What follows belongs to an exercise in optimizing a design on an open flow for small area; a production flow would make more cautious choices.
In this exercise RTL edits were held to simulation tests only and were not proved equivalent to the original.
Power and IR drop assume default switching activity. The clock port is modelled as an ideal driver; clocking choices that lean on that would not hold on a real chip.

// core
module core (
    input  logic                                clk,
    input  logic                                rst_n_i,
    input  logic [core_cfg_pkg::inst_w_c-1:0]   if_inst_i,
    output logic [core_cfg_pkg::xlen_c-1:0]     if_inst_addr_o,
    output logic                                mem_wen_o,
    output logic [core_cfg_pkg::xlen_c-1:0]     mem_waddr_o,
    output logic [core_cfg_pkg::xlen_c-1:0]     mem_wdata_o
);
Size in the first run: roughly 3,600 cells after synthesis, ~2,200 flip-flops, about 230 I/O pins, about 51,000 um^2 of cells after synthesis.
export LEC_CHECK = 0
export ABC_AREA = 1
export CAP_MARGIN = 20
export CORE_MARGIN = 2
export CORE_UTILIZATION = 60
export CTS_BUF_LIST = sky130_fd_sc_hd__clkbuf_16
export CTS_CLUSTER_DIAMETER = 80
export CTS_CLUSTER_SIZE = 30
export GPL_TIMING_DRIVEN = 1
export SLEW_MARGIN = 20
create_clock -name core_clock -period 5.5 [get_ports {clk}]
standard.sh (not shown) runs the stock make flow with config.mk's settings and CLKGATE_MAP_FILE= SYNTH_SCRIPT=/design/flow/synth_recipe.tcl, a recipe that flattens the netlist after the stock synthesis.
==> flow/flow/run.sh <==
#!/bin/bash
set -uo pipefail
ports="BUFFER_PORTS_ARGS=-buffer_cell sky130_fd_sc_hd__buf_1"
cts="CTS_ARGS=-sink_clustering_enable -repair_clock_nets -dont_use_dummy_load -sink_clustering_size 30 -sink_clustering_max_diameter 80 -buf_list sky130_fd_sc_hd__clkbuf_16"
ant=orfs/reports/sky130hd/core/base/drt_antennas.log
bash standard.sh "$ports" "$cts" finish > flow_make.log 2>&1
st=$?
if [[ $st -ne 0 || ! -f out/final.def ]] || grep -q VIOLATED "$ant" 2>/dev/null; then
  mkdir -p first_try
  cp -r orfs/logs first_try/ 2>/dev/null || true
  cp "$ant" first_try/ 2>/dev/null || true
  rm -rf orfs out/final.def
  bash standard.sh "$ports" "$cts" CORE_UTILIZATION=50 finish > flow_make2.log 2>&1
fi
test -f out/final.def
Rerun with:
--- a/flow/design.v
+++ b/flow/design.v
@@ -183,25 +183,25 @@
     assign c[0] = ph1_q ? sub : cy_q;
     always_comb begin
         for (int i = 0; i < 4; i++) c[i+1] = g[i] | (p[i] & c[i]);
     end
     assign sum  = {c[4], p ^ c[3:0]};
     assign en_c = !(c_rr_q && f3e[2]);
     assign en_p = !(c_rr_q && f3e == 3'b111);
     assign en_g = c_rr_q && f3e[2] && f3e[1];
     assign alu = ({4{en_p}} & p) ^ ({4{en_g}} & g) ^ ({4{en_c}} & c[3:0]);
     logic [3:0] link;
     assign link = pc_q[63:60];
     logic mm_q, mm;
-    assign mm = (ph_q == 4'd9 ? 1'b0 : mm_q) | (alu != link);
+    assign mm = (ph_q == 4'd5 ? 1'b0 : mm_q) | (alu != link);
     always_ff @(posedge clk) begin
         cy_q <= sum[4];
         mm_q <= mm;
     end
     always_ff @(posedge clk) begin
         if (!rst_n_i)
             bub_q <= 1'b0;
         else if (ph15)
             bub_q <= taken && mm;
     end
     logic       wen;
     logic [3:0] wdat, wbus;
@@ -217,25 +217,25 @@
             else
                 rf_q[r] <= {rf_q[r][3:0], rf_q[r][63:4]};
         end
     end
     logic [63:0] wa_d;
     assign wa_d = {alu, wa_q[63:4]};
     always_ff @(posedge clk) begin
         wa_q <= wa_d;
         wd_q <= {b_q, wd_q[63:4]};
         if (clr_q)
             pc_q <= {4'd0, pc_q[63:4]};
         else if (ph15 && taken)
-            pc_q <= {inc[3:0], pc_q[63:36], wa_d[35:4]};
+            pc_q <= {inc[3:0], pc_q[63:20], wa_d[19:4]};
         else
             pc_q <= {inc[3:0], pc_q[63:4]};
     end
     logic wen_q;
     always_ff @(posedge clk) begin
         if (!rst_n_i)
             wen_q <= 1'b0;
         else
             wen_q <= ph0_q && c_sd_q;
     end
     assign if_inst_addr_o = pc_q;
     assign mem_wen_o      = wen_q;
Outcome: Power goes down by 0.88%; non-clock buffer count goes down by 6; fmax hardly moves; sequential power stays flat; worst setup slack degrades by 12 ps; global-route usage goes down by 1.2 points; final area goes down by 0.45%; cell count goes down by 1.2%.

re-timing with driven ports:
Ports are ideal in the flow. The routed layouts listed here were re-timed in OpenROAD.
Step 1: set_driving_cell puts a clkbuf_16 on clk and a buf_2 on each other input, an assumption about the parent block.
Step 2 moves the port delays by t, midway between the first and last clock arrival at a register: inputs arrive t later, outputs are due t later. That takes back most of the time a late clock gives input paths.
Three values: no drivers, after step 1, after step 2; two values: the first two.
run | t, ns | slack for setup (ns) | clock arrival spread, ns | worst data-port slew with drivers (ns)
the first run | 0.689 | 1.096 / 1.096 / 0.765 | 0.124 / 0.125 | 0.13
the second run | 0.689 | 1.083 / 1.083 / 1.062 | 0.116 / 0.116 | 0.09
After both steps every run listed still meets setup and hold. For the first run, which loses most, drivers alone change the setup slack by 0.000 ns; drivers and shift together by -0.331 ns.
